Background: an optimization exercise with open tools, aiming at small area and a short achievable clock period. Do not read the settings as production practice.
Where RTL was checked, it was by simulation tests only, not by an equivalence proof against the original.
No functional check of the RTL was part of runs 1 and 2.
No activity file was given, so power comes from the tool's default toggle rates.

### design.v
`default_nettype none
package isa_pkg;
  localparam int word_width = 32;
  localparam int reg_addr_width = 5;
  localparam int num_regs = 32;
  localparam int link_register = 31;
  localparam int opcode_lsb = 26;
  localparam int opcode_width = 6;
  localparam int rs_lsb = 21;
  localparam int rt_lsb = 16;
  localparam int rd_lsb = 11;
  localparam int shamt_lsb = 6;
  localparam int shamt_width = 5;
  localparam int funct_width = 6;
  localparam int jump_index_width = 26;
  typedef logic [word_width-1:0] word_t;
  typedef logic [reg_addr_width-1:0] reg_addr_t;
  typedef enum logic [opcode_width-1:0] {
    op_special = 6'h00, op_regimm = 6'h01, op_j     = 6'h02, op_jal   = 6'h03,
    op_beq     = 6'h04, op_bne    = 6'h05, op_blez  = 6'h06, op_bgtz  = 6'h07,
    op_addi    = 6'h08, op_addiu  = 6'h09, op_slti  = 6'h0a, op_sltiu = 6'h0b,
    op_andi    = 6'h0c, op_ori    = 6'h0d, op_xori  = 6'h0e, op_lui   = 6'h0f,
    op_lb      = 6'h20, op_lh     = 6'h21, op_lw    = 6'h23, op_lbu   = 6'h24,
    op_lhu     = 6'h25, op_sb     = 6'h28, op_sh    = 6'h29, op_sw    = 6'h2b
  } opcode_t;
  typedef enum logic [funct_width-1:0] {
    fn_sll  = 6'h00, fn_srl  = 6'h02, fn_sra  = 6'h03, fn_sllv = 6'h04,
    fn_srlv = 6'h06, fn_srav = 6'h07, fn_jr   = 6'h08, fn_jalr = 6'h09,
    fn_add  = 6'h20, fn_addu = 6'h21, fn_sub  = 6'h22, fn_subu = 6'h23,
    fn_and  = 6'h24, fn_or   = 6'h25, fn_xor  = 6'h26, fn_nor  = 6'h27,
    fn_slt  = 6'h2a, fn_sltu = 6'h2b
  } funct_t;
  typedef enum logic [reg_addr_width-1:0] {
    ri_bltz   = 5'h00,
    ri_bgez   = 5'h01,
    ri_bltzal = 5'h10,
    ri_bgezal = 5'h11
  } regimm_t;
endpackage
`default_nettype wire
`default_nettype none
package decode_pkg;
  localparam int imm_width = 16;
  typedef enum logic [3:0] {
    alu_none,
    alu_add,
    alu_sub,
    alu_slt,
    alu_sltu,
    alu_and,
    alu_nor,
    alu_or,
    alu_xor,
    alu_sll,
    alu_srl,
    alu_sra,
    alu_lui
  } alu_op_t;
  typedef enum logic [1:0] {
    mem_none,
    mem_byte,
    mem_half,
    mem_word
  } mem_size_t;
  localparam int branch_kind_width = 4;
  localparam int branch_eq_bit = 0;
  localparam int branch_ne_bit = 1;
  localparam int branch_sign_bit = 2;
  localparam int branch_jump_bit = 3;
  localparam int branch_cond_width = 2;
endpackage
`default_nettype wire
`default_nettype none
module instr_decoder (
  input  isa_pkg::word_t                        instruction,
  output isa_pkg::reg_addr_t                    rs,
  output isa_pkg::reg_addr_t                    rt,
  output logic                         rs_used,
  output logic                         rt_used,
  output logic [decode_pkg::imm_width-1:0]         immediate,
  output isa_pkg::reg_addr_t                    write_register,
  output logic                         register_write,
  output decode_pkg::alu_op_t                      alu_op,
  output logic                         src1_is_shamt,
  output logic                         src1_is_pc,
  output logic                         src2_is_imm,
  output logic                         src2_is_unsigned,
  output logic                         src2_is_8,
  output logic                         mem_write,
  output logic                         is_load,
  output decode_pkg::mem_size_t                    mem_size,
  output logic                         mem_unsigned,
  output logic [decode_pkg::branch_kind_width-1:0] branch_kind,
  output logic [decode_pkg::branch_cond_width-1:0] branch_cond,
  output logic                         target_from_rs
);
  isa_pkg::opcode_t opcode;
  isa_pkg::funct_t funct;
  isa_pkg::reg_addr_t rd;
  logic [isa_pkg::shamt_width-1:0] shamt;
  decode_pkg::alu_op_t special_op;
  logic shift_by_shamt;
  logic link_dest;
  logic rt_dest;
  function automatic logic [3:0] special_alu_op(logic [5:0] f);
    case (f)
      isa_pkg::fn_add, isa_pkg::fn_addu: special_alu_op = decode_pkg::alu_add;
      isa_pkg::fn_sub, isa_pkg::fn_subu: special_alu_op = decode_pkg::alu_sub;
      isa_pkg::fn_slt: special_alu_op = decode_pkg::alu_slt;
      isa_pkg::fn_sltu: special_alu_op = decode_pkg::alu_sltu;
      isa_pkg::fn_and: special_alu_op = decode_pkg::alu_and;
      isa_pkg::fn_nor: special_alu_op = decode_pkg::alu_nor;
      isa_pkg::fn_or: special_alu_op = decode_pkg::alu_or;
      isa_pkg::fn_xor: special_alu_op = decode_pkg::alu_xor;
      isa_pkg::fn_sll, isa_pkg::fn_sllv: special_alu_op = decode_pkg::alu_sll;
      isa_pkg::fn_srl, isa_pkg::fn_srlv: special_alu_op = decode_pkg::alu_srl;
      isa_pkg::fn_sra, isa_pkg::fn_srav: special_alu_op = decode_pkg::alu_sra;
      default: special_alu_op = decode_pkg::alu_none;
    endcase
  endfunction
  function automatic logic [1:0] access_size(logic [5:0] op);
    case (op)
      isa_pkg::op_lb, isa_pkg::op_lbu, isa_pkg::op_sb: access_size = decode_pkg::mem_byte;
      isa_pkg::op_lh, isa_pkg::op_lhu, isa_pkg::op_sh: access_size = decode_pkg::mem_half;
      default: access_size = decode_pkg::mem_word;
    endcase
  endfunction
  assign opcode = isa_pkg::opcode_t'(instruction[isa_pkg::opcode_lsb +: isa_pkg::opcode_width]);
  assign funct = isa_pkg::funct_t'(instruction[isa_pkg::funct_width-1:0]);
  assign rs = instruction[isa_pkg::rs_lsb +: isa_pkg::reg_addr_width];
  assign rt = instruction[isa_pkg::rt_lsb +: isa_pkg::reg_addr_width];
  assign rd = instruction[isa_pkg::rd_lsb +: isa_pkg::reg_addr_width];
  assign shamt = instruction[isa_pkg::shamt_lsb +: isa_pkg::shamt_width];
  assign immediate = instruction[decode_pkg::imm_width-1:0];
  assign special_op = decode_pkg::alu_op_t'(special_alu_op(funct));
  assign shift_by_shamt = (funct == isa_pkg::fn_sll || funct == isa_pkg::fn_srl || funct == isa_pkg::fn_sra);
  always_comb begin
    alu_op = decode_pkg::alu_none;
    rs_used = 1'b0;
    rt_used = 1'b0;
    register_write = 1'b0;
    link_dest = 1'b0;
    rt_dest = 1'b0;
    src1_is_shamt = 1'b0;
    src1_is_pc = 1'b0;
    src2_is_imm = 1'b0;
    src2_is_unsigned = 1'b0;
    src2_is_8 = 1'b0;
    mem_write = 1'b0;
    is_load = 1'b0;
    mem_size = decode_pkg::mem_none;
    mem_unsigned = 1'b0;
    branch_kind = '0;
    branch_cond = '0;
    target_from_rs = 1'b0;
    case (opcode)
      isa_pkg::op_special: begin
        if (funct == isa_pkg::fn_jr || funct == isa_pkg::fn_jalr) begin
          if (rt == '0 && shamt == '0 && (funct == isa_pkg::fn_jalr || rd == '0)) begin
            rs_used = 1'b1;
            target_from_rs = 1'b1;
            branch_kind[decode_pkg::branch_jump_bit] = 1'b1;
            link_dest = (funct == isa_pkg::fn_jalr);
          end
        end else if (special_op != decode_pkg::alu_none && (shift_by_shamt ? rs == '0 : shamt == '0)) begin
          alu_op = special_op;
          register_write = 1'b1;
          rs_used = !shift_by_shamt;
          rt_used = 1'b1;
          src1_is_shamt = shift_by_shamt;
        end
      end
      isa_pkg::op_regimm: begin
        if ((rt == isa_pkg::ri_bltz || rt == isa_pkg::ri_bgez || rt == isa_pkg::ri_bltzal || rt == isa_pkg::ri_bgezal)) begin
          rs_used = 1'b1;
          branch_kind[decode_pkg::branch_sign_bit] = 1'b1;
          branch_cond = {1'b0, rt == isa_pkg::ri_bgez || rt == isa_pkg::ri_bgezal};
          link_dest = (rt == isa_pkg::ri_bltzal || rt == isa_pkg::ri_bgezal);
        end
      end
      isa_pkg::op_j, isa_pkg::op_jal: begin
        branch_kind[decode_pkg::branch_jump_bit] = 1'b1;
        link_dest = (opcode == isa_pkg::op_jal);
      end
      isa_pkg::op_beq, isa_pkg::op_bne: begin
        rs_used = 1'b1;
        rt_used = 1'b1;
        branch_kind[decode_pkg::branch_eq_bit] = (opcode == isa_pkg::op_beq);
        branch_kind[decode_pkg::branch_ne_bit] = (opcode == isa_pkg::op_bne);
      end
      isa_pkg::op_blez, isa_pkg::op_bgtz: begin
        if (rt == '0) begin
          rs_used = 1'b1;
          branch_kind[decode_pkg::branch_sign_bit] = 1'b1;
          branch_cond = {1'b1, opcode == isa_pkg::op_bgtz};
        end
      end
      isa_pkg::op_addi, isa_pkg::op_addiu, isa_pkg::op_slti, isa_pkg::op_sltiu, isa_pkg::op_andi, isa_pkg::op_ori, isa_pkg::op_xori: begin
        rs_used = 1'b1;
        src2_is_imm = 1'b1;
        register_write = 1'b1;
        rt_dest = 1'b1;
        src2_is_unsigned = (opcode == isa_pkg::op_andi || opcode == isa_pkg::op_ori || opcode == isa_pkg::op_xori);
        case (opcode)
          isa_pkg::op_addi, isa_pkg::op_addiu: alu_op = decode_pkg::alu_add;
          isa_pkg::op_slti: alu_op = decode_pkg::alu_slt;
          isa_pkg::op_sltiu: alu_op = decode_pkg::alu_sltu;
          isa_pkg::op_andi: alu_op = decode_pkg::alu_and;
          isa_pkg::op_ori: alu_op = decode_pkg::alu_or;
          default: alu_op = decode_pkg::alu_xor;
        endcase
      end
      isa_pkg::op_lui: begin
        if (rs == '0) begin
          alu_op = decode_pkg::alu_lui;
          src2_is_imm = 1'b1;
          register_write = 1'b1;
          rt_dest = 1'b1;
        end
      end
      isa_pkg::op_lb, isa_pkg::op_lbu, isa_pkg::op_lh, isa_pkg::op_lhu, isa_pkg::op_lw: begin
        alu_op = decode_pkg::alu_add;
        rs_used = 1'b1;
        src2_is_imm = 1'b1;
        register_write = 1'b1;
        rt_dest = 1'b1;
        is_load = 1'b1;
        mem_size = decode_pkg::mem_size_t'(access_size(opcode));
        mem_unsigned = (opcode == isa_pkg::op_lbu || opcode == isa_pkg::op_lhu);
      end
      isa_pkg::op_sb, isa_pkg::op_sh, isa_pkg::op_sw: begin
        alu_op = decode_pkg::alu_add;
        rs_used = 1'b1;
        rt_used = 1'b1;
        src2_is_imm = 1'b1;
        mem_write = 1'b1;
        mem_size = decode_pkg::mem_size_t'(access_size(opcode));
      end
      default: begin
      end
    endcase
    if (link_dest) begin
      alu_op = decode_pkg::alu_add;
      register_write = 1'b1;
      src1_is_pc = 1'b1;
      src2_is_8 = 1'b1;
    end
  end
  assign write_register = link_dest ? isa_pkg::reg_addr_t'(isa_pkg::link_register) : rt_dest ? rt : rd;
endmodule
`default_nettype wire
`default_nettype none
module rf_aoi222 (
  input  logic a0, s0, a1, s1, a2, s2,
  output logic y
);
  assign y = !((a0 && s0) || (a1 && s1) || (a2 && s2));
endmodule
module rf_read_bit (
  input  logic [31:1] d,
  input  logic [31:1] s,
  output logic        y
);
  logic [10:0] t;
  for (genvar g = 0; g < 10; g++) begin : g_aoi
    rf_aoi222 aoi_i (
      .a0(d[3*g+1]), .s0(s[3*g+1]),
      .a1(d[3*g+2]), .s1(s[3*g+2]),
      .a2(d[3*g+3]), .s2(s[3*g+3]),
      .y (t[g])
    );
  end
  assign t[10] = !(d[31] && s[31]);
  assign y = !(&t);
endmodule
module gate_xor2 (input logic a, input logic b, output logic y);
  assign y = a ^ b;
endmodule
module gate_xnor2 (input logic a, input logic b, output logic y);
  assign y = !(a ^ b);
endmodule
module gate_nand2 (input logic a, input logic b, output logic y);
  assign y = !(a && b);
endmodule
module gate_nor2 (input logic a, input logic b, output logic y);
  assign y = !(a || b);
endmodule
module gate_nand3 (input logic a, input logic b, input logic c, output logic y);
  assign y = !(a && b && c);
endmodule
module gate_nand4 (input logic a, input logic b, input logic c, input logic d, output logic y);
  assign y = !(a && b && c && d);
endmodule
module eq32 (
  input  isa_pkg::word_t a,
  input  isa_pkg::word_t b,
  output logic           y
);
  logic [31:0] d;
  logic [15:0] e1;
  logic [7:0] d2;
  logic [3:0] e3;
  logic [1:0] d4;
  for (genvar k = 0; k < 32; k++) begin : g_x
    gate_xor2 x_i (.a(a[k]), .b(b[k]), .y(d[k]));
  end
  for (genvar k = 0; k < 16; k++) begin : g_1
    gate_nor2 n_i (.a(d[2*k]), .b(d[2*k+1]), .y(e1[k]));
  end
  for (genvar k = 0; k < 8; k++) begin : g_2
    gate_nand2 n_i (.a(e1[2*k]), .b(e1[2*k+1]), .y(d2[k]));
  end
  for (genvar k = 0; k < 4; k++) begin : g_3
    gate_nor2 n_i (.a(d2[2*k]), .b(d2[2*k+1]), .y(e3[k]));
  end
  for (genvar k = 0; k < 2; k++) begin : g_4
    gate_nand2 n_i (.a(e3[2*k]), .b(e3[2*k+1]), .y(d4[k]));
  end
  gate_nor2 n5_i (.a(d4[0]), .b(d4[1]), .y(y));
endmodule
module zero32 (
  input  isa_pkg::word_t a,
  output logic           y
);
  logic [15:0] z1;
  logic [7:0] n2;
  logic [3:0] z3;
  logic [1:0] n4;
  for (genvar k = 0; k < 16; k++) begin : g_1
    gate_nor2 n_i (.a(a[2*k]), .b(a[2*k+1]), .y(z1[k]));
  end
  for (genvar k = 0; k < 8; k++) begin : g_2
    gate_nand2 n_i (.a(z1[2*k]), .b(z1[2*k+1]), .y(n2[k]));
  end
  for (genvar k = 0; k < 4; k++) begin : g_3
    gate_nor2 n_i (.a(n2[2*k]), .b(n2[2*k+1]), .y(z3[k]));
  end
  for (genvar k = 0; k < 2; k++) begin : g_4
    gate_nand2 n_i (.a(z3[2*k]), .b(z3[2*k+1]), .y(n4[k]));
  end
  gate_nor2 n5_i (.a(n4[0]), .b(n4[1]), .y(y));
endmodule
module forward_match (
  input  logic               write_enable,
  input  isa_pkg::reg_addr_t write_register,
  input  isa_pkg::reg_addr_t read_register,
  input  logic               read_nonzero,
  output logic               y
);
  logic [4:0] same;
  logic low_differs;
  logic high_differs;
  for (genvar k = 0; k < 5; k++) begin : g_x
    gate_xnor2 x_i (.a(write_register[k]), .b(read_register[k]), .y(same[k]));
  end
  gate_nand3 low_i (.a(same[0]), .b(same[1]), .c(same[2]), .y(low_differs));
  gate_nand4 high_i (.a(same[3]), .b(same[4]), .c(write_enable), .d(read_nonzero), .y(high_differs));
  gate_nor2 y_i (.a(low_differs), .b(high_differs), .y(y));
endmodule
module sign_outcome (
  input  logic [decode_pkg::branch_kind_width-1:0] kind,
  input  logic [decode_pkg::branch_cond_width-1:0] cond,
  input  logic negative,
  input  logic nonzero,
  output logic outcome
);
  logic sign;
  assign sign = kind[decode_pkg::branch_sign_bit];
  assign outcome = kind[decode_pkg::branch_jump_bit] ||
                   (sign && cond == 2'b00 && negative) ||
                   (sign && cond == 2'b01 && !negative) ||
                   (sign && cond == 2'b10 && (negative || !nonzero)) ||
                   (sign && cond == 2'b11 && !negative && nonzero);
endmodule
module branch_early (
  input  logic [decode_pkg::branch_kind_width-1:0] kind,
  input  logic [decode_pkg::branch_cond_width-1:0] cond,
  input  logic wb_negative,
  output logic eq_kind,
  output logic ne_kind,
  output logic blez_kind,
  output logic bgtz_positive,
  output logic wb_outcome
);
  logic jump;
  logic bltz;
  logic bgez;
  logic bgtz;
  assign jump = kind[decode_pkg::branch_jump_bit];
  assign eq_kind = kind[decode_pkg::branch_eq_bit];
  assign ne_kind = kind[decode_pkg::branch_ne_bit];
  assign bltz = kind[decode_pkg::branch_sign_bit] && cond == 2'b00;
  assign bgez = kind[decode_pkg::branch_sign_bit] && cond == 2'b01;
  assign blez_kind = kind[decode_pkg::branch_sign_bit] && cond == 2'b10;
  assign bgtz = kind[decode_pkg::branch_sign_bit] && cond == 2'b11;
  assign wb_outcome = jump || (bltz && wb_negative) || (bgez && !wb_negative) ||
                      (blez_kind && wb_negative);
  assign bgtz_positive = bgtz && !wb_negative;
endmodule
module gate_mux2i (input logic s, input logic a0, input logic a1, output logic y);
  assign y = !(s ? a1 : a0);
endmodule
module branch_mid (
  input  logic rs_forward,
  input  logic rt_forward,
  input  logic eq_kind,
  input  logic ne_kind,
  input  logic blez_kind,
  input  logic bgtz_positive,
  input  logic rs_outcome,
  input  logic wb_outcome,
  output logic array_equal,
  output logic array_unequal,
  output logic rs_wb_equal,
  output logic rs_wb_unequal,
  output logic wb_rt_equal,
  output logic wb_rt_unequal,
  output logic wb_zero,
  output logic wb_nonzero
);
  logic c00;
  logic c01;
  logic c10;
  logic c11;
  logic base;
  assign c00 = !rs_forward && !rt_forward;
  assign c01 = !rs_forward && rt_forward;
  assign c10 = rs_forward && !rt_forward;
  assign c11 = rs_forward && rt_forward;
  assign base = (!rs_forward && rs_outcome) || (rs_forward && wb_outcome) || (c11 && eq_kind);
  assign array_equal = (base || (c00 && eq_kind));
  assign array_unequal = (base || (c00 && ne_kind));
  assign rs_wb_equal = (base || (c01 && eq_kind));
  assign rs_wb_unequal = (base || (c01 && ne_kind));
  assign wb_rt_equal = (base || (c10 && eq_kind));
  assign wb_rt_unequal = (base || (c10 && ne_kind));
  assign wb_zero = (base || (rs_forward && blez_kind));
  assign wb_nonzero = (base || (rs_forward && bgtz_positive));
endmodule
module gate_a41oi (input logic a1, input logic a2, input logic a3, input logic a4, input logic b1,
                   output logic y);
  assign y = !((a1 && a2 && a3 && a4) || b1);
endmodule
module branch_late (
  input  logic invalid,
  input  logic eq_array,
  input  logic eq_rs_wb,
  input  logic eq_wb_rt,
  input  logic wb_data_zero,
  input  logic array_equal,
  input  logic array_unequal,
  input  logic rs_wb_equal,
  input  logic rs_wb_unequal,
  input  logic wb_rt_equal,
  input  logic wb_rt_unequal,
  input  logic wb_zero,
  input  logic wb_nonzero,
  output logic taken
);
  logic [3:0] not_taken;
  gate_mux2i array_i (.s(eq_array), .a0(array_unequal), .a1(array_equal), .y(not_taken[0]));
  gate_mux2i rs_wb_i (.s(eq_rs_wb), .a0(rs_wb_unequal), .a1(rs_wb_equal), .y(not_taken[1]));
  gate_mux2i wb_rt_i (.s(eq_wb_rt), .a0(wb_rt_unequal), .a1(wb_rt_equal), .y(not_taken[2]));
  gate_mux2i zero_i (.s(wb_data_zero), .a0(wb_nonzero), .a1(wb_zero), .y(not_taken[3]));
  gate_a41oi taken_i (.a1(not_taken[0]), .a2(not_taken[1]), .a3(not_taken[2]), .a4(not_taken[3]),
                     .b1(invalid), .y(taken));
endmodule
module decode_stage (
  input  logic                 clock,
  input  logic                 reset,
  input  logic                 if_valid,
  input  isa_pkg::word_t                if_instruction,
  input  isa_pkg::word_t                if_pc,
  input  logic                 ex_allow_in,
  input  logic                 ex_write_valid,
  input  isa_pkg::reg_addr_t            ex_write_register,
  input  logic                 wb_write_enable,
  input  isa_pkg::reg_addr_t            wb_write_register,
  input  isa_pkg::word_t                wb_write_data,
  output logic                 allow_in,
  output logic                 branch_taken,
  output isa_pkg::word_t                branch_target,
  output logic                 ex_valid,
  output isa_pkg::word_t                ex_pc,
  output isa_pkg::word_t                ex_rs_value,
  output isa_pkg::word_t                ex_rt_value,
  output logic [decode_pkg::imm_width-1:0] ex_immediate,
  output isa_pkg::reg_addr_t            ex_dest_register,
  output logic                 ex_register_write,
  output decode_pkg::alu_op_t              ex_alu_op,
  output logic                 ex_src1_is_shamt,
  output logic                 ex_src1_is_pc,
  output logic                 ex_src2_is_imm,
  output logic                 ex_src2_is_unsigned,
  output logic                 ex_src2_is_8,
  output logic                 ex_mem_write,
  output logic                 ex_is_load,
  output decode_pkg::mem_size_t            ex_mem_size,
  output logic                 ex_mem_unsigned
);
  logic valid;
  logic load;
  isa_pkg::reg_addr_t rs;
  isa_pkg::reg_addr_t rt;
  logic rs_used;
  logic rt_used;
  logic hazard;
  logic [decode_pkg::branch_kind_width-1:0] branch_kind;
  logic [decode_pkg::branch_cond_width-1:0] branch_cond;
  logic target_from_rs;
  isa_pkg::word_t static_target;
  isa_pkg::reg_addr_t if_rs;
  isa_pkg::reg_addr_t if_rt;
  logic if_rs_used;
  logic if_rt_used;
  logic [15:0] if_immediate;
  isa_pkg::reg_addr_t if_dest_register;
  logic if_register_write;
  decode_pkg::alu_op_t if_alu_op;
  logic if_src1_is_shamt;
  logic if_src1_is_pc;
  logic if_src2_is_imm;
  logic if_src2_is_unsigned;
  logic if_src2_is_8;
  logic if_mem_write;
  logic if_is_load;
  decode_pkg::mem_size_t if_mem_size;
  logic if_mem_unsigned;
  logic [decode_pkg::branch_kind_width-1:0] if_branch_kind;
  logic [decode_pkg::branch_cond_width-1:0] if_branch_cond;
  logic if_target_from_rs;
  isa_pkg::word_t if_static_target;
  instr_decoder instr_decoder_i (
    .instruction      (if_instruction),
    .rs               (if_rs),
    .rt               (if_rt),
    .rs_used          (if_rs_used),
    .rt_used          (if_rt_used),
    .immediate        (if_immediate),
    .write_register   (if_dest_register),
    .register_write   (if_register_write),
    .alu_op           (if_alu_op),
    .src1_is_shamt    (if_src1_is_shamt),
    .src1_is_pc       (if_src1_is_pc),
    .src2_is_imm      (if_src2_is_imm),
    .src2_is_unsigned (if_src2_is_unsigned),
    .src2_is_8        (if_src2_is_8),
    .mem_write        (if_mem_write),
    .is_load          (if_is_load),
    .mem_size         (if_mem_size),
    .mem_unsigned     (if_mem_unsigned),
    .branch_kind      (if_branch_kind),
    .branch_cond      (if_branch_cond),
    .target_from_rs   (if_target_from_rs)
  );
  logic [30:0] if_branch_sum;
  logic [3:0] if_jump_region;
  assign if_branch_sum = {if_pc[31:2], 1'b1} + {{14{if_instruction[15]}}, if_instruction[15:0], 1'b1};
  assign if_jump_region = if_pc[31:28] + 4'(&if_pc[27:2]);
  assign if_static_target = (if_instruction[31:27] == 5'b00001) ?
                              {if_jump_region, if_instruction[25:0], 2'b00} :
                              {if_branch_sum[30:1], if_pc[1:0]};
  logic rs_hazard;
  logic rt_hazard;
  forward_match rs_hazard_i (.write_enable(ex_write_valid), .write_register(ex_write_register),
                             .read_register(rs), .read_nonzero(rs_used), .y(rs_hazard));
  forward_match rt_hazard_i (.write_enable(ex_write_valid), .write_register(ex_write_register),
                             .read_register(rt), .read_nonzero(rt_used), .y(rt_hazard));
  assign hazard = rs_hazard || rt_hazard;
  assign allow_in = !valid || (!hazard && ex_allow_in);
  assign ex_valid = valid && !hazard;
  assign load = if_valid && allow_in;
  always_ff @(posedge clock) begin
    if (reset) begin
      valid <= 1'b0;
    end else if (allow_in) begin
      valid <= if_valid;
    end
  end
  always_ff @(posedge clock) begin
    if (load) begin
      ex_pc <= if_pc;
      rs <= if_rs;
      rt <= if_rt;
      rs_used <= if_rs_used && if_rs != '0;
      rt_used <= if_rt_used && if_rt != '0;
      ex_immediate <= if_immediate;
      ex_dest_register <= if_dest_register;
      ex_register_write <= if_register_write;
      ex_alu_op <= if_alu_op;
      ex_src1_is_shamt <= if_src1_is_shamt;
      ex_src1_is_pc <= if_src1_is_pc;
      ex_src2_is_imm <= if_src2_is_imm;
      ex_src2_is_unsigned <= if_src2_is_unsigned;
      ex_src2_is_8 <= if_src2_is_8;
      ex_mem_write <= if_mem_write;
      ex_is_load <= if_is_load;
      ex_mem_size <= if_mem_size;
      ex_mem_unsigned <= if_mem_unsigned;
      branch_kind <= if_branch_kind;
      branch_cond <= if_branch_cond;
      target_from_rs <= if_target_from_rs;
      static_target <= if_static_target;
    end
  end
  isa_pkg::word_t registers [1:31];
  logic [31:1] write_select;
  logic [31:1] if_rs_select;
  logic [31:1] if_rt_select;
  for (genvar r = 1; r < 32; r++) begin : g_reg
    assign write_select[r] = wb_write_enable && (wb_write_register == 5'(r));
    assign if_rs_select[r] = (if_rs == 5'(r));
    assign if_rt_select[r] = (if_rt == 5'(r));
    always_ff @(posedge clock) begin
      if (write_select[r]) begin
        registers[r] <= wb_write_data;
      end
    end
  end
  isa_pkg::word_t if_rs_array_value;
  isa_pkg::word_t if_rt_array_value;
  for (genvar b = 0; b < 32; b++) begin : g_read
    logic [31:1] column;
    for (genvar r = 1; r < 32; r++) begin : g_col
      assign column[r] = registers[r][b];
    end
    rf_read_bit rs_bit_i (.d(column), .s(if_rs_select), .y(if_rs_array_value[b]));
    rf_read_bit rt_bit_i (.d(column), .s(if_rt_select), .y(if_rt_array_value[b]));
  end
  logic wb_nonzero;
  logic rs_field_nonzero;
  logic rt_field_nonzero;
  assign rs_field_nonzero = (rs != '0);
  assign rt_field_nonzero = (rt != '0);
  logic if_rs_forward;
  logic if_rt_forward;
  logic rs_forward;
  logic rt_forward;
  assign wb_nonzero = wb_write_enable && wb_write_register != '0;
  assign if_rs_forward = wb_nonzero && wb_write_register == if_rs;
  assign if_rt_forward = wb_nonzero && wb_write_register == if_rt;
  forward_match rs_forward_i (.write_enable(wb_write_enable), .write_register(wb_write_register),
                              .read_register(rs), .read_nonzero(rs_field_nonzero), .y(rs_forward));
  forward_match rt_forward_i (.write_enable(wb_write_enable), .write_register(wb_write_register),
                              .read_register(rt), .read_nonzero(rt_field_nonzero), .y(rt_forward));
  isa_pkg::word_t rs_array_value;
  isa_pkg::word_t rt_array_value;
  logic hold_rs_forward;
  logic hold_rt_forward;
  forward_match hold_rs_forward_i (.write_enable(wb_write_enable), .write_register(wb_write_register),
                                   .read_register(rs), .read_nonzero(rs_field_nonzero), .y(hold_rs_forward));
  forward_match hold_rt_forward_i (.write_enable(wb_write_enable), .write_register(wb_write_register),
                                   .read_register(rt), .read_nonzero(rt_field_nonzero), .y(hold_rt_forward));
  isa_pkg::word_t rs_next;
  isa_pkg::word_t rt_next;
  logic if_rs_zero;
  logic rs_zero_next;
  logic rs_zero;
  logic wb_data_zero;
  zero32 if_rs_zero_i (.a(if_rs_array_value), .y(if_rs_zero));
  zero32 wb_data_zero_i (.a(wb_write_data), .y(wb_data_zero));
  always_comb begin
    if (load) begin
      rs_next = if_rs_forward ? wb_write_data : if_rs_array_value;
      rt_next = if_rt_forward ? wb_write_data : if_rt_array_value;
      rs_zero_next = if_rs_forward ? wb_data_zero : if_rs_zero;
    end else begin
      rs_next = hold_rs_forward ? wb_write_data : rs_array_value;
      rt_next = hold_rt_forward ? wb_write_data : rt_array_value;
      rs_zero_next = hold_rs_forward ? wb_data_zero : rs_zero;
    end
  end
  always_ff @(posedge clock) begin
    rs_array_value <= rs_next;
    rt_array_value <= rt_next;
    rs_zero <= rs_zero_next;
  end
  assign ex_rs_value = rs_forward ? wb_write_data : rs_array_value;
  assign ex_rt_value = rt_forward ? wb_write_data : rt_array_value;
  logic eq_array;
  logic eq_rs_wb;
  logic eq_wb_rt;
  logic branch_rs_forward;
  logic branch_rt_forward;
  eq32 eq_array_i (.a(rs_array_value), .b(rt_array_value), .y(eq_array));
  eq32 eq_rs_wb_i (.a(rs_array_value), .b(wb_write_data), .y(eq_rs_wb));
  eq32 eq_wb_rt_i (.a(wb_write_data), .b(rt_array_value), .y(eq_wb_rt));
  forward_match branch_rs_forward_i (.write_enable(wb_write_enable), .write_register(wb_write_register),
                                     .read_register(rs), .read_nonzero(rs_field_nonzero), .y(branch_rs_forward));
  forward_match branch_rt_forward_i (.write_enable(wb_write_enable), .write_register(wb_write_register),
                                     .read_register(rt), .read_nonzero(rt_field_nonzero), .y(branch_rt_forward));
  logic eq_kind;
  logic ne_kind;
  logic blez_kind;
  logic bgtz_positive;
  logic wb_outcome;
  logic rs_outcome;
  sign_outcome rs_outcome_i (
    .kind(branch_kind), .cond(branch_cond),
    .negative(rs_array_value[31]), .nonzero(!rs_zero), .outcome(rs_outcome));
  branch_early branch_early_i (
    .kind(branch_kind), .cond(branch_cond),
    .wb_negative(wb_write_data[31]),
    .eq_kind(eq_kind), .ne_kind(ne_kind), .blez_kind(blez_kind),
    .bgtz_positive(bgtz_positive), .wb_outcome(wb_outcome));
  logic array_equal;
  logic array_unequal;
  logic rs_wb_equal;
  logic rs_wb_unequal;
  logic wb_rt_equal;
  logic wb_rt_unequal;
  logic wb_zero;
  logic wb_nonzero_taken;
  branch_mid branch_mid_i (
    .rs_forward(branch_rs_forward), .rt_forward(branch_rt_forward),
    .eq_kind(eq_kind), .ne_kind(ne_kind), .blez_kind(blez_kind),
    .bgtz_positive(bgtz_positive), .rs_outcome(rs_outcome), .wb_outcome(wb_outcome),
    .array_equal(array_equal), .array_unequal(array_unequal),
    .rs_wb_equal(rs_wb_equal), .rs_wb_unequal(rs_wb_unequal),
    .wb_rt_equal(wb_rt_equal), .wb_rt_unequal(wb_rt_unequal),
    .wb_zero(wb_zero), .wb_nonzero(wb_nonzero_taken));
  branch_late branch_late_i (
    .invalid(!ex_valid),
    .eq_array(eq_array), .eq_rs_wb(eq_rs_wb), .eq_wb_rt(eq_wb_rt),
    .wb_data_zero(wb_data_zero),
    .array_equal(array_equal), .array_unequal(array_unequal),
    .rs_wb_equal(rs_wb_equal), .rs_wb_unequal(rs_wb_unequal),
    .wb_rt_equal(wb_rt_equal), .wb_rt_unequal(wb_rt_unequal),
    .wb_zero(wb_zero), .wb_nonzero(wb_nonzero_taken),
    .taken(branch_taken));
  logic target_rs_forward;
  forward_match target_rs_forward_i (.write_enable(wb_write_enable), .write_register(wb_write_register),
                                     .read_register(rs), .read_nonzero(rs_field_nonzero), .y(target_rs_forward));
  assign branch_target = !target_from_rs ? static_target :
                         target_rs_forward ? wb_write_data : rs_array_value;
endmodule
`default_nettype wire
### flow/run.sh
#!/bin/bash
# Standard layout with two changes: input/output ports get the smallest
# buffer (buf_1) instead of clkdlybuf4s50_1, and CTS adds no dummy loads.
# Every tool's output goes to ORFS's own per-step logs under orfs/logs;
# make's output goes to flow_make.log here.
set -euo pipefail
export BUFFER_PORTS_ARGS="-buffer_cell sky130_fd_sc_hd__buf_1"
export CTS_ARGS="-sink_clustering_enable -repair_clock_nets -sink_clustering_size 20 -sink_clustering_max_diameter 80 -dont_use_dummy_load"
bash standard.sh > flow_make.log 2>&1
### standard.sh
#!/bin/bash
# synth_recipe.tcl (not shown) runs the flow's synth.tcl, then flattens the netlist and writes it again
# the make line also repeats each setting of config.mk as NAME=value (left out here)
make -C /OpenROAD-flow-scripts/flow DESIGN_CONFIG=/design/flow/config.mk WORK_HOME=/design/flow/orfs CLKGATE_MAP_FILE= SYNTH_SCRIPT=/design/flow/synth_recipe.tcl "${@:-finish}"
### config.mk
export PLATFORM = sky130hd
export DESIGN_NAME = decode_stage
export DESIGN_NICKNAME = decode_stage
export VERILOG_FILES = /design/flow/design.v
export SDC_FILE = /design/flow/constraint.sdc
export NUM_CORES = 4
export LEC_CHECK = 0
export CAP_MARGIN = 10
export CORE_MARGIN = 2
export CORE_UTILIZATION = 35
export SETUP_SLACK_MARGIN = 3.0
export SLEW_MARGIN = 10
export SYNTH_HIERARCHICAL = 1
### constraint.sdc
create_clock -name core_clock -period 7.5 [get_ports {clock}]
set_input_delay 1.5000 -clock core_clock [delete_from_list [all_inputs] [get_ports {clock}]]
set_output_delay 1.5000 -clock core_clock [all_outputs]
set_load 0.01 [all_outputs]
==> impl_metrics.ini, run 1 <==
[outcome]
status = complete, no violations

[grt]
grt_max_degree = 68
grtUsageTotal_pct = 27.2
grt_overflow = 0
grt_antenna_before_repair = 11
grt_pass1_vias = 37929
grt_pass1_wl_um = 294000

[drt]
vias = 39825
ant_nets = 0
first_pass_iters = 12
wl_per_cell_um = 37.1
via_per_inst = 6.88
drt_iter0_drc = 9310
wl_um = 214000
drc = 0

[logic_synthesis]
yosysUniqueCellTypes = 86
synth_cells = 3334
synth.avg_cell_area_um2 = 15.6
ys_seq_area_share_pct = 68.1
synth_edf_count = 1176
synthArstFlopShare_pct = 0
synth_nets = 3484
netlist_area_um2 = 51900
ys_ff_latch = 1177
yosys_warnings = 9
synth_flop_cell = edfxtp_1

[layout]
fill_cells = 13388
syn_to_final_growth_pct = 18.3
finalNetCount = 4003
multi_input_area_um2 = 17200
final_cell_mix = 1176 x edfxtp_1, 640 x a222oi_1, 204 x buf_4, 187 x nand2_1, 164 x nor2_1
fin_cells = 5785
drive_gt1_share_pct = 19.7
final_common_cell = edfxtp_1
ff_latch_area_um2 = 35300

[clock_tree]
clockBufferDepth = 3
cts_made_buffers = 72
cts_tree = yes
h-tree-depth = 3
cts_hold_buf = 0
clkTransAtPathRegs_ns = 0.06
root_buffer = clkbuf_16
cts_sinks = 1177
clock_latency_ns = 0.67

[sta]
setup_violations = 0
skew_ns = 0.0629
rsz0062_at_grt = true
max-slew-margin-rel_pct = 25.6
finalCritPeriodShare_pct = 62.2
drv_slew = 0
fin_crit_ns = 4.67
finalHoldViolCount = 0
worstMarginPinSlew_ns = 1.12
max_freq_ghz = 0.214
fin_tns_setup_ns = 0

[placement]
place.gp.congestion = 0.908
place_inst = 5622
dp_hpwl_um = 130000
port_buffers = 278

[floorplan]
die_height_um = 389
die_x_um = 389
die-area_um2 = 151000
core-area_um2 = 147000
io_pins = 279
initial_core_util_pct = 35.2
num_rows = 141

[setup_path]
end_kind = output port
cp-start-kind = primary input
worst_ep_required_time_ns = 6.00
path_max_fanout = 7
critical_path_arrival_ns = 3.17
timing_worst_setup_path_type = in -> out

[power_and_ir_drop]
ir_drop_mv = 0.219
leakage_nw = 20.0
p_per_area_nw_per_um2 = 212

[worst_hold_path]
min_path_type = reg -> reg

[run]
cap_viol_max_count = 0
==> path summary, 6_finish.rpt <==
check | end | cells past startpoint | start | slack, ns
worst max-delay path | branch_target[22] | 11 | wb_write_register[2] | 2.83
worst max register to register | rt_array_value[27] | 10 | rs[0] | 4.04
worst min register to register | valid | 2 | valid | 0.55
worst min-delay path | valid | 2 | valid | 0.55
==> metrics by stage <==
stage	worst slack, ns	util, %	hold WS [ns]	area (µm²)	total power [mW]
2_1_floorplan	2.15	-	0.564	51900	8.36
3_3_place_gp	1.52	38.5	0.517	56800	9.07
3_5_place_dp	1.52	38.5	0.530	56800	9.07
4_1_cts	2.87	41.1	0.539	60600	12.9
5_1_grt	2.80	41.6	0.591	61300	13.3
6_report	2.83	41.6	0.546	61400	13.0
==> sequential cells by signal, summed over array words and instances (netlist names), 2 cells and up <==
name              count
registers           992
ex_dest_register      5
rs                    5
rs_array_value       32
ex_mem_size           2
rt_array_value       32
ex_immediate         16
branch_kind           4
ex_alu_op             4
ex_pc                32
rt                    5
static_target        32
branch_cond           2
==> per-module statistics from Yosys, one instance, submodules excluded, excerpt <==
| module | cells inside | times used | area, µm² | flip-flops and latches |
|---|---|---|---|---|
| sign_outcome | 4 | 1 | 33.8 | 0 |
| instr_decoder | 164 | 1 | 1110 | 0 |
| gate_xor2 | 1 | 96 | 8.76 | 0 |
| gate_nand3 | 1 | 9 | 5.00 | 0 |
| gate_xnor2 | 1 | 45 | 8.76 | 0 |
| gate_nor2 | 1 | 114 | 3.75 | 0 |
| gate_mux2i | 1 | 4 | 10.0 | 0 |
==> report_power, final <==
group,internal [mW],switching (mW)
combinational,0.583,1.04
clock,1.71,2.14
sequential,7.42,0.137
total,9.71,3.31
==> worst max-delay path: stages <==
cell,delay (ns)
buf_1,0.09
buf_6,0.15
xnor2_2,0.12
nand3_1,0.13
nor2_4,0.15
buf_12,0.17
buf_12,0.11
buf_16,0.12
mux2i_2,0.29
a21oi_2,0.12
buf_2,0.20
==> timing repair <==
| action | CTS | global route |
|---|---|---|
| buffers inserted | 50 | 16 |
| cloned | 20 | 1 |
| resized for setup | 294 | 191 |
| pin swaps | 45 | 25 |
| endpoints found under the setup margin | 98 | 105 |
==> per-layer routing <==
metal / routed length (µm) / global-route usage, % / up-vias
met3: 31700 / 8.41 / 567
met1: 74300 / 34.2 / 19905
li1: - / - / 15835
met5: 65 / 0 / -
met2: 96300 / 42.7 / 3508
met4: 12200 / 13.5 / 10
==> cell families (layout without fill, tap and decap cells) <==
family                   count (synthesis)  count (layout)  synth area share [%]
AO/OA/AOI/OAI                          906             906                  16.4
XOR/XNOR                               177             177                  2.99
adder cells (fa/ha/maj)                 38              38                 0.931
buffers and inverters                  118             630                  1.12
flip-flops                            1177            1177                  68.1
multiplexers                           177             177                  3.74
other                                    0               4                     0
AND/OR/NAND/NOR                        741             746                  6.72
==> layout make-up <==
class	instances	share of cell area, %
flip-flops and latches	1177	57.6
inverters	28	0.171
diodes	4	0.0163
repair buffers	530	7.26
clock buffers	72	2.94
well taps	1930	3.94
multi-input cells	2044	28.1
==> Yosys cell counts, types with 4 or more instances <==
| library cell | n | share of area, % |
|---|---|---|
| a222oi_1 | 640 | 12 |
| xnor2_1 | 63 | 1.1 |
| buf_4 | 31 | 0.45 |
| nor2b_1 | 10 | 0.12 |
| a2111o_1 | 64 | 1.4 |
| buf_1 | 9 | 0.065 |
| o22a_1 | 4 | 0.068 |
| clkbuf_1 | 39 | 0.28 |
| edfxtp_1 | 1176 | 68 |
| a21o_1 | 8 | 0.12 |
| or3_1 | 7 | 0.084 |
| nand2_1 | 194 | 1.4 |
| nand2b_1 | 15 | 0.18 |
| o21a_1 | 5 | 0.072 |
| ha_1 | 37 | 0.89 |
| xor2_1 | 114 | 1.9 |
| o21ai_0 | 33 | 0.32 |
| mux2i_1 | 45 | 0.87 |
| and3_1 | 4 | 0.048 |
| a31oi_1 | 6 | 0.072 |
| nor4_1 | 4 | 0.048 |
| a211oi_1 | 5 | 0.072 |
| nand3b_1 | 9 | 0.13 |
| mux2_2 | 71 | 1.5 |
| o31ai_1 | 4 | 0.058 |
| or2_1 | 4 | 0.048 |
| or2_2 | 5 | 0.060 |
| inv_1 | 28 | 0.20 |
| nand3_1 | 24 | 0.23 |
| nor2_1 | 275 | 2.0 |
| buf_2 | 10 | 0.097 |
| mux2_1 | 61 | 1.3 |
| a21oi_1 | 73 | 0.70 |
| o21ai_1 | 19 | 0.18 |
| nand4_1 | 151 | 1.8 |
| nor3_1 | 19 | 0.18 |
==> run 2, diff against run 1 <==
--- a/config.mk
+++ b/config.mk
@@ -8,5 +8,5 @@
 export CAP_MARGIN = 10
 export CORE_MARGIN = 2
-export CORE_UTILIZATION = 35
+export CORE_UTILIZATION = 40
 export SETUP_SLACK_MARGIN = 3.0
 export SLEW_MARGIN = 10
==> impl_metrics.ini, run 2 <==
[outcome]
status = complete, no violations

[floorplan]
initial_core_util_pct = 40.1
num_rows = 132
die_x_um = 364
die-area_um2 = 133000
core-area_um2 = 129000
die_height_um = 364
io_pins = 279

[clock_tree]
cts_tree = yes
clock_latency_ns = 0.67
h-tree-depth = 3
clockBufferDepth = 3
cts_made_buffers = 71
clkTransAtPathRegs_ns = 0.07
cts_hold_buf = 0
root_buffer = clkbuf_16
cts_sinks = 1177

[logic_synthesis]
yosysUniqueCellTypes = 86
yosys.area.top_type = edfxtp_1
synth_nets = 3484
yosys_warnings = 9
synthArstFlopShare_pct = 0
netlist_area_um2 = 51900
ys_seq_area_share_pct = 68.1
ys_ff_latch = 1177
synth_edf_count = 1176
synth_flop_cell = edfxtp_1
synthTopCellsByArea = edfxtp_1 68%, a222oi_1 12%, nor2_1 2.0%
synth_cells = 3334
synth.most_common_cell = edfxtp_1
synthTopCellsByCount = 1176 x edfxtp_1, 640 x a222oi_1, 275 x nor2_1
synthDominantCellAreaShare_pct = 68.1
synth.avg_cell_area_um2 = 15.6

[setup_path]
worst_ep_required_time_ns = 6.00
timing_worst_setup_path_type = in -> out
path_max_fanout = 8
reg2regPathDepth = 8
worstSetupStartpoint = wb_write_data[18]
timing.rr.start = rs[3]
r2r_slack_ns = 3.92
end_kind = output port
regToRegEndpoint = static_target[25]
cp-start-kind = primary input
crit_end = branch_taken
critical_path_arrival_ns = 3.15

[sta]
finalHoldViolCount = 0
max_freq_ghz = 0.215
rsz0062_at_grt = true
fin_tns_setup_ns = 0
drv_slew = 0
finalCritPeriodShare_pct = 62.0
max-slew-margin-rel_pct = 18.3
skew_ns = 0.0666
fin_crit_ns = 4.65
setup_violations = 0
worstMarginPinSlew_ns = 1.23
fin_ws_ns = 2.85

[grt]
grt_pass1_vias = 36945
grt_antenna_before_repair = 6
grtUsageTotal_pct = 29.6
grt_max_degree = 65
grt_pass1_wl_um = 279000
grt_overflow = 0

[run]
cap_viol_max_count = 0

[drt]
ant_nets = 0
via_per_inst = 7.04
drt_iter0_drc = 9147
first_pass_iters = 14
wl_per_cell_um = 36.8
vias = 39228
wl_um = 205000
drc = 0

[placement]
dp_hpwl_um = 128000
place.gp.congestion = 0.926
place_inst = 5416
port_buffers = 278
place_ws_ns = 1.75

[power_and_ir_drop]
p_total_mw = 12.9
leakage_nw = 19.7
ir_drop_mv = 0.185
p_per_area_nw_per_um2 = 213

[worst_hold_path]
min_path_type = reg -> reg

[layout]
regMostFlops = registers
drive_gt1_share_pct = 17.0
final_cell_mix = 1176 x edfxtp_1, 640 x a222oi_1, 202 x buf_1, 187 x nand2_1, 164 x buf_4
syn_to_final_growth_pct = 17.0
final_common_cell = edfxtp_1
finalNetCount = 3977
largest_reg_flops = 992
fin_cells = 5571
==> run 2: cell type report <==
class	count	area [µm²]
multi-input combinational	2043	17000
sequential	1177	35300
timing repair buffer	506	4290
clock buffer	71	1780
tap	1742	2180
fill	11254	68500
inverter	28	105
antenna	4	10.0
==> run 2: per-layer routing <==
layer / vias up / track usage (%) / wire [µm]
met5: - / 0 / 0
met4: 0 / 11.9 / 9540
met3: 452 / 8.84 / 29300
met2: 3309 / 46.6 / 92900
met1: 19674 / 38.4 / 73400
li1: 15793 / - / -
==> run 2: per-stage QoR <==
| step | hold WS, ns | cell area (µm²) | util [%] |
|---|---|---|---|
| finish | 0.531 | 60600 | 47.0 |
| global route | 0.562 | 60600 | 46.9 |
| CTS | 0.535 | 60000 | 46.4 |
| detailed placement | 0.525 | 56400 | 43.7 |
| global placement | 0.512 | 56400 | 43.7 |
| floorplan | 0.564 | 51900 | - |
==> run 2: cell families (layout without fill, tap and decap cells) <==
| family | after synthesis | after routing | synth area share (%) |
|---|---|---|---|
| AOI/OAI and AO/OA | 906 | 906 | 16.4 |
| adders and majority gates | 38 | 38 | 0.931 |
| and+or+nand+nor | 741 | 745 | 6.72 |
| muxes | 177 | 177 | 3.74 |
| xor gates and xnor gates | 177 | 177 | 2.99 |
| buffers and inverters | 118 | 605 | 1.12 |
| DFF | 1177 | 1177 | 68.1 |
| other | 0 | 4 | 0 |
==> run 2: modules after synthesis (local to each module, per instance), a selection <==
| module | cells inside | cell area (µm²) | flip-flops and latches | copies in the design |
|---|---|---|---|---|
| gate_nand2 | 1 | 3.75 | 0 | 50 |
| gate_xnor2 | 1 | 8.76 | 0 | 45 |
| instr_decoder | 164 | 1110 | 0 | 1 |
| branch_early | 8 | 52.6 | 0 | 1 |
| branch_mid | 20 | 105 | 0 | 1 |
| rf_read_bit | 4 | 27.5 | 0 | 64 |
| gate_xor2 | 1 | 8.76 | 0 | 96 |
| rf_aoi222 | 1 | 10.0 | 0 | 640 |
| gate_nand4 | 1 | 6.26 | 0 | 9 |
==> run 2: repair_timing <==
action | 4_1_cts | 5_1_grt
setup buffers | 38 | 17
endpoints found under the setup margin | 98 | 69
cloned | 18 | 7
pin swaps | 28 | 43
gates resized for setup | 221 | 140
==> run 2: how the worst min path moves through the flow <==
stage                  to  start  cells past startpoint  slack (ns)
floorplan           valid  valid                      2        0.56
CTS                 valid  valid                      2        0.53
finish              valid  valid                      2        0.53
global placement    valid  valid                      2        0.51
detailed placement  valid  valid                      2        0.52
global route        valid  valid                      2        0.56
==> run 2: worst max-delay path, stage by stage <==
cell	delay, ns
buf_4	0.18
xor2_1	0.16
nor2_1	0.14
nand2_1	0.11
nor2_4	0.22
nand2_4	0.11
nor2_4	0.16
mux2i_1	0.23
a41oi_2	0.14
buf_4	0.18
==> run 2: power breakdown <==
part           leakage [nW]  internal, mW  total, mW  switching (mW)
combinational          8.06         0.557       1.59            1.03
clock                 0.875          1.69       3.77            2.09
sequential             10.7          7.42       7.55           0.128
total                  19.7          9.66       12.9            3.24
==> run 3, diff against run 2 <==
--- a/design.v
+++ b/design.v
@@ -593,5 +593,4 @@
       ex_src2_is_imm <= if_src2_is_imm;
       ex_src2_is_unsigned <= if_src2_is_unsigned;
-      ex_src2_is_8 <= if_src2_is_8;
       ex_mem_write <= if_mem_write;
       ex_is_load <= if_is_load;
@@ -601,7 +600,9 @@
       branch_cond <= if_branch_cond;
       target_from_rs <= if_target_from_rs;
-      static_target <= if_static_target;
+      static_target[31:2] <= if_static_target[31:2];
     end
   end
+  assign ex_src2_is_8 = ex_src1_is_pc;
+  assign static_target[1:0] = branch_kind[decode_pkg::branch_jump_bit] ? 2'b00 : ex_pc[1:0];
   isa_pkg::word_t registers [1:31];
   logic [31:1] write_select;
--- a/flow/run.sh
+++ b/flow/run.sh
@@ -6,4 +6,4 @@
 set -euo pipefail
 export BUFFER_PORTS_ARGS="-buffer_cell sky130_fd_sc_hd__buf_1"
-export CTS_ARGS="-sink_clustering_enable -repair_clock_nets -sink_clustering_size 20 -sink_clustering_max_diameter 80 -dont_use_dummy_load"
+export CTS_ARGS="-sink_clustering_enable -repair_clock_nets -sink_clustering_size 24 -sink_clustering_max_diameter 100 -dont_use_dummy_load"
 bash standard.sh > flow_make.log 2>&1
--- a/config.mk
+++ b/config.mk
@@ -8,5 +8,5 @@
 export CAP_MARGIN = 10
 export CORE_MARGIN = 2
-export CORE_UTILIZATION = 40
+export CORE_UTILIZATION = 35
 export SETUP_SLACK_MARGIN = 3.0
 export SLEW_MARGIN = 10
==> impl_metrics.ini, run 3 <==
[grt]
grt_max_degree = 65
grtUsageTotal_pct = 26.2
grt_overflow = 0
grt_pass1_wl_um = 284000
grt_pass1_vias = 36887
grt_antenna_before_repair = 9

[sta]
finalCritPeriodShare_pct = 63.2
max-slew-margin-rel_pct = 18.4
setup_violations = 0
drv_slew = 0
max_freq_ghz = 0.211
finalHoldViolCount = 0
hold_slack_ns = 0.544
worstMarginPinSlew_ns = 1.22
skew_ns = 0.0637
rsz0062_at_grt = true
fin_tns_setup_ns = 0
fin_crit_ns = 4.74

[layout]
fin_util_pct = 41.5
final_cell_mix = 1173 x edfxtp_1, 640 x a222oi_1, 183 x nor2_1, 175 x buf_4, 168 x nand2_1
syn_to_final_growth_pct = 18.0
final_common_cell = edfxtp_1
largest_reg_flops = 992
final_area_um2 = 61100
finalNetCount = 3981
regMostFlops = registers
fill_cells = 13314
drive_gt1_share_pct = 18.8

[floorplan]
die_height_um = 389
core-area_um2 = 147000
initial_core_util_pct = 35.2
num_rows = 141
die_x_um = 389
die-area_um2 = 151000
io_pins = 279

[clock_tree]
cts_tree = yes
cts_sinks = 1174
root_buffer = clkbuf_16
h-tree-depth = 2
cts_made_buffers = 56
clkTransAtPathRegs_ns = 0.09
cts_hold_buf = 0
clockBufferDepth = 3
clock_latency_ns = 0.72

[power_and_ir_drop]
ir_drop_mv = 0.186
p_per_area_nw_per_um2 = 206
leakage_nw = 20.0

[setup_path]
timing_worst_setup_path_type = in -> out
end_kind = output port
worst_ep_required_time_ns = 6.00
cp-start-kind = primary input
path_max_fanout = 15
critical_path_arrival_ns = 3.24

[placement]
port_buffers = 278
place.gp.congestion = 0.944
dp_hpwl_um = 131000
placed_area_um2 = 56700

[drt]
vias = 39421
wl_per_cell_um = 36.4
wl_um = 210000
via_per_inst = 6.84
first_pass_iters = 14
ant_nets = 0
drt_iter0_drc = 9971
drc = 0

[logic_synthesis]
synth_cells = 3339
synth_nets = 3489
yosys_warnings = 10
synth.avg_cell_area_um2 = 15.5
netlist_area_um2 = 51800

[worst_hold_path]
min_path_type = reg -> reg

[run]
cap_viol_max_count = 0

[outcome]
status = complete, no violations
run 3: cell type report:
cell class,count,area (µm²),area share (%)
Antenna cell,4,10.0,0.0164
Clock buffer,56,1400,2.29
Inverter,24,90.1,0.147
Multi-Input combinational cell,2051,17300,28.3
Sequential cell,1174,35200,57.6
Tap cell,1930,2410,3.95
Timing Repair Buffer,524,4690,7.68
run 3: worst max-delay path, cell delays in order:
cell and delay [ns]:
clkbuf_16 0.14, buf_12 0.14, buf_8 0.15, nor2_1 0.11, nand2_1 0.12, nor2_2 0.17
nand2_2 0.10, nor2_4 0.22, mux2i_1 0.27, a41oi_2 0.15, buf_6 0.15
run 3: what timing repair did:
action                                  in CTS  in global routing
buffers inserted                            47                 21
resized for setup                          303                219
pin swaps                                   38                 40
endpoints found under the setup margin     108                108
cloned                                      14                  7
run 3: final timing paths:
kind | from | endpoint | slack, ns | cells past startpoint
min reg2reg | valid | valid | 0.54 | 2
max reg2reg | rs[3] | static_target[15] | 3.78 | 8
max | wb_write_data[19] | branch_taken | 2.76 | 11
min | valid | valid | 0.54 | 2
run 3: layer usage:
| layer | GRT usage (%) | part of all wire [%] | vias up |
|---|---|---|---|
| li1 | - | - | 15806 |
| met1 | 35.1 | 37 | 19774 |
| met2 | 41.3 | 45 | 3388 |
| met3 | 6.78 | 14 | 445 |
| met4 | 9.17 | 4.6 | 8 |
| met5 | 0 | 0.022 | - |
run 3: power breakdown:
part / switching, mW / internal, mW / leakage (nW)
sequential: 0.156 / 7.40 / 10.7
clock: 2.03 / 1.33 / 0.690
combinational: 1.05 / 0.623 / 8.62
run 3: through the flow:
stage	setup slack, ns	power, mW	instances
2_1_floorplan	2.19	8.36	3339
3_3_place_gp	1.85	9.08	5614
3_5_place_dp	1.84	9.08	5614
4_1_cts	2.83	12.4	5731
5_1_grt	2.73	12.8	5759
6_report	2.76	12.6	5763
==> run 4, diff against run 3 <==
--- a/design.v
+++ b/design.v
@@ -636,13 +636,7 @@
   logic if_rs_forward;
   logic if_rt_forward;
-  logic rs_forward;
-  logic rt_forward;
   assign wb_nonzero = wb_write_enable && wb_write_register != '0;
   assign if_rs_forward = wb_nonzero && wb_write_register == if_rs;
   assign if_rt_forward = wb_nonzero && wb_write_register == if_rt;
-  forward_match rs_forward_i (.write_enable(wb_write_enable), .write_register(wb_write_register),
-                              .read_register(rs), .read_nonzero(rs_field_nonzero), .y(rs_forward));
-  forward_match rt_forward_i (.write_enable(wb_write_enable), .write_register(wb_write_register),
-                              .read_register(rt), .read_nonzero(rt_field_nonzero), .y(rt_forward));
   isa_pkg::word_t rs_array_value;
   isa_pkg::word_t rt_array_value;
@@ -677,6 +671,19 @@
     rs_zero <= rs_zero_next;
   end
-  assign ex_rs_value = rs_forward ? wb_write_data : rs_array_value;
-  assign ex_rt_value = rt_forward ? wb_write_data : rt_array_value;
+  logic [3:0] rs_forward_byte;
+  logic [3:0] rt_forward_byte;
+  logic [3:0] target_forward_byte;
+  for (genvar k = 0; k < 4; k++) begin : g_byte
+    forward_match rs_byte_i (.write_enable(wb_write_enable), .write_register(wb_write_register),
+                             .read_register(rs), .read_nonzero(rs_field_nonzero), .y(rs_forward_byte[k]));
+    forward_match rt_byte_i (.write_enable(wb_write_enable), .write_register(wb_write_register),
+                             .read_register(rt), .read_nonzero(rt_field_nonzero), .y(rt_forward_byte[k]));
+    forward_match target_byte_i (.write_enable(wb_write_enable), .write_register(wb_write_register),
+                                 .read_register(rs), .read_nonzero(rs_field_nonzero), .y(target_forward_byte[k]));
+    assign ex_rs_value[8*k +: 8] = rs_forward_byte[k] ? wb_write_data[8*k +: 8] : rs_array_value[8*k +: 8];
+    assign ex_rt_value[8*k +: 8] = rt_forward_byte[k] ? wb_write_data[8*k +: 8] : rt_array_value[8*k +: 8];
+    assign branch_target[8*k +: 8] = !target_from_rs ? static_target[8*k +: 8] :
+                                     target_forward_byte[k] ? wb_write_data[8*k +: 8] : rs_array_value[8*k +: 8];
+  end
   logic eq_array;
   logic eq_rs_wb;
@@ -730,9 +737,4 @@
     .wb_zero(wb_zero), .wb_nonzero(wb_nonzero_taken),
     .taken(branch_taken));
-  logic target_rs_forward;
-  forward_match target_rs_forward_i (.write_enable(wb_write_enable), .write_register(wb_write_register),
-                                     .read_register(rs), .read_nonzero(rs_field_nonzero), .y(target_rs_forward));
-  assign branch_target = !target_from_rs ? static_target :
-                         target_rs_forward ? wb_write_data : rs_array_value;
 endmodule
 `default_nettype wire
--- a/config.mk
+++ b/config.mk
@@ -8,5 +8,5 @@
 export CAP_MARGIN = 10
 export CORE_MARGIN = 2
-export CORE_UTILIZATION = 35
+export CORE_UTILIZATION = 40
 export SETUP_SLACK_MARGIN = 3.0
 export SLEW_MARGIN = 10
==> impl_metrics.ini, run 4 <==
[grt]
grt_antenna_before_repair = 22
grtUsageTotal_pct = 28.7
grt_pass1_wl_um = 280000
grt_overflow = 0
grt_pass1_vias = 37563
grt_max_degree = 121

[logic_synthesis]
synth.avg_cell_area_um2 = 15.3
synth_cells = 3420
yosys_warnings = 10
synth_nets = 3570
netlist_area_um2 = 52500

[clock_tree]
cts_made_buffers = 57
root_buffer = clkbuf_16
cts_tree = yes
clockBufferDepth = 3
cts_sinks = 1174
clkTransAtPathRegs_ns = 0.10
cts_hold_buf = 0
h-tree-depth = 2
clock_latency_ns = 0.70

[layout]
final_common_cell = edfxtp_1
fin_cells = 5612
finalNetCount = 4013
final_area_um2 = 60200
fin_util_pct = 46.4
drive_gt1_share_pct = 17.4
regMostFlops = registers
syn_to_final_growth_pct = 14.7
final_cell_mix = 1173 x edfxtp_1, 640 x a222oi_1, 215 x buf_1, 174 x nor2_1, 173 x nand2_1
largest_reg_flops = 992

[floorplan]
die_x_um = 366
num_rows = 132
io_pins = 279
die_height_um = 366
initial_core_util_pct = 40.4
die-area_um2 = 134000
core-area_um2 = 130000

[sta]
fin_tns_setup_ns = 0
fin_crit_ns = 4.68
finalHoldViolCount = 0
hold_slack_ns = 0.557
rsz0062_at_grt = true
setup_violations = 0
skew_ns = 0.0504
max_freq_ghz = 0.214
worstMarginPinSlew_ns = 1.34
drv_slew = 0
fin_ws_ns = 2.82
finalCritPeriodShare_pct = 62.3
max-slew-margin-rel_pct = 10.4

[drt]
ant_nets = 0
first_pass_iters = 14
drc = 0
drt_iter0_drc = 9288
via_per_inst = 7.03
wl_per_cell_um = 35.9
wl_um = 201000
vias = 39476

[setup_path]
r2r_slack_ns = 3.96
cp-start-kind = primary input
regToRegEndpoint = rs_array_value[19]
critical_path_arrival_ns = 3.18
timing_worst_setup_path_type = in -> out
max_stage_delay_ns = 0.25
cpLargestDelayFamily = simple AND/OR/NAND/NOR gates
end_kind = output port
path_cells = clkbuf_16 > buf_12 > buf_4 > nor2_4 > nand2_2 > nor2_4 > nand2_2 > nor2_4 > mux2i_2 > a41oi_2 > buf_2
worst_ep_required_time_ns = 6.00
cp_slowest_cell = mux2i_2
path_max_fanout = 6
crit_buf_inv = 4
timing.rr.start = rs[3]
worst_path_most_repeated_cell = nor2_4
reg2regPathDepth = 10
critical_path_depth = 11

[run]
cap_viol_max_count = 0

[placement]
dp_hpwl_um = 129000
port_buffers = 278
place.gp.congestion = 0.919
place_inst = 5489
placed_area_um2 = 56900
place_ws_ns = 1.80

[power_and_ir_drop]
leakage_nw = 19.2
ir_drop_mv = 0.228
p_total_mw = 12.5
p_per_area_nw_per_um2 = 208

[worst_hold_path]
min_to = valid
min_path_cells = 2
hold_path_startpoint = valid
min_path_type = reg -> reg

[outcome]
status = complete, no violations
-- run 4: per-layer routing --
layer / GRT usage, % / vias up / part of all wire [%]
li1: - / 15990 / -
met1: 38.1 / 19726 / 36
met2: 45.4 / 3244 / 45
met3: 7.37 / 502 / 13
met4: 11.0 / 14 / 4.7
met5: 0 / - / 0.045
-- run 4: layout make-up --
cell class | count | area, µm²
tap | 1742 | 2180
antenna | 9 | 22.5
timing repair buffer | 480 | 3470
inverter | 27 | 101
clock buffer | 57 | 1430
fill | 11414 | 69600
multi-input combinational | 2123 | 17800
sequential | 1174 | 35200
-- run 4: worst max path at each step --
stage                         end            startpoint
2_1_floorplan  rs_array_value[10]  ex_write_register[3]
3_3_place_gp     branch_target[0]  wb_write_register[0]
3_5_place_dp     branch_target[0]  wb_write_register[0]
4_1_cts              branch_taken     wb_write_data[18]
5_1_grt              branch_taken     wb_write_data[31]
6_report             branch_taken     wb_write_data[18]
-- run 4: what timing repair did --
| item | in CTS | in global routing |
|---|---|---|
| gates resized for setup | 202 | 104 |
| endpoints found under the setup margin | 98 | 70 |
| buffers inserted | 39 | 7 |
| pin swaps | 28 | 44 |
| gates cloned | 6 | 5 |
| endpoints found under the hold margin | 0 | 0 |
-- run 4: power by group --
part,leakage (nW),internal [mW],switching (mW),total [mW]
sequential,10.7,7.40,0.135,7.54
clock,0.702,1.35,2.03,3.39
combinational,7.82,0.548,1.02,1.57
total,19.2,9.30,3.19,12.5
-- run 4: tightest hold or removal path: stages (launching register included) --
cell and delay, ns:
dfxtp_1 0.36, nand2_1 0.10, a21oi_1 0.06

[static timing again, ports no longer ideal]
How much do the figures lean on ideal ports? The routed layouts below were timed once more, with nothing changed but the port constraints.
Step 1 (the two cells are an assumption about what drives the block):
set clk [get_ports {clock}]
set_driving_cell -lib_cell sky130_fd_sc_hd__clkbuf_16 $clk
set_driving_cell -lib_cell sky130_fd_sc_hd__buf_2 [delete_from_list [all_inputs] $clk]
Step 2 times the ports against the registers' clock, not the clock port: input delays grow and output delays shrink by t, the midpoint of the rising clock arrivals with the driver on.
Three values: ideal, step 1, step 2; two values: the first two.
| run | t (ns) | slack for setup (ns) | hold WS [ns] |
|---|---|---|---|
| run 1 | 0.730 | 2.834 / 2.713 / 2.167 | 0.546 / 0.546 / 0.546 |
| run 2 | 0.724 | 2.847 / 2.692 / 2.371 | 0.531 / 0.531 / 0.531 |
| run 3 | 0.761 | 2.758 / 2.652 / 2.321 | 0.544 / 0.544 / 0.544 |
| run 4 | 0.752 | 2.824 / 2.705 / 2.197 | 0.557 / 0.557 / 0.557 |
After both steps setup and hold are still met in every run listed. For run 1, which loses most, drivers alone change the setup slack by -0.121 ns; drivers and shift together by -0.667 ns.
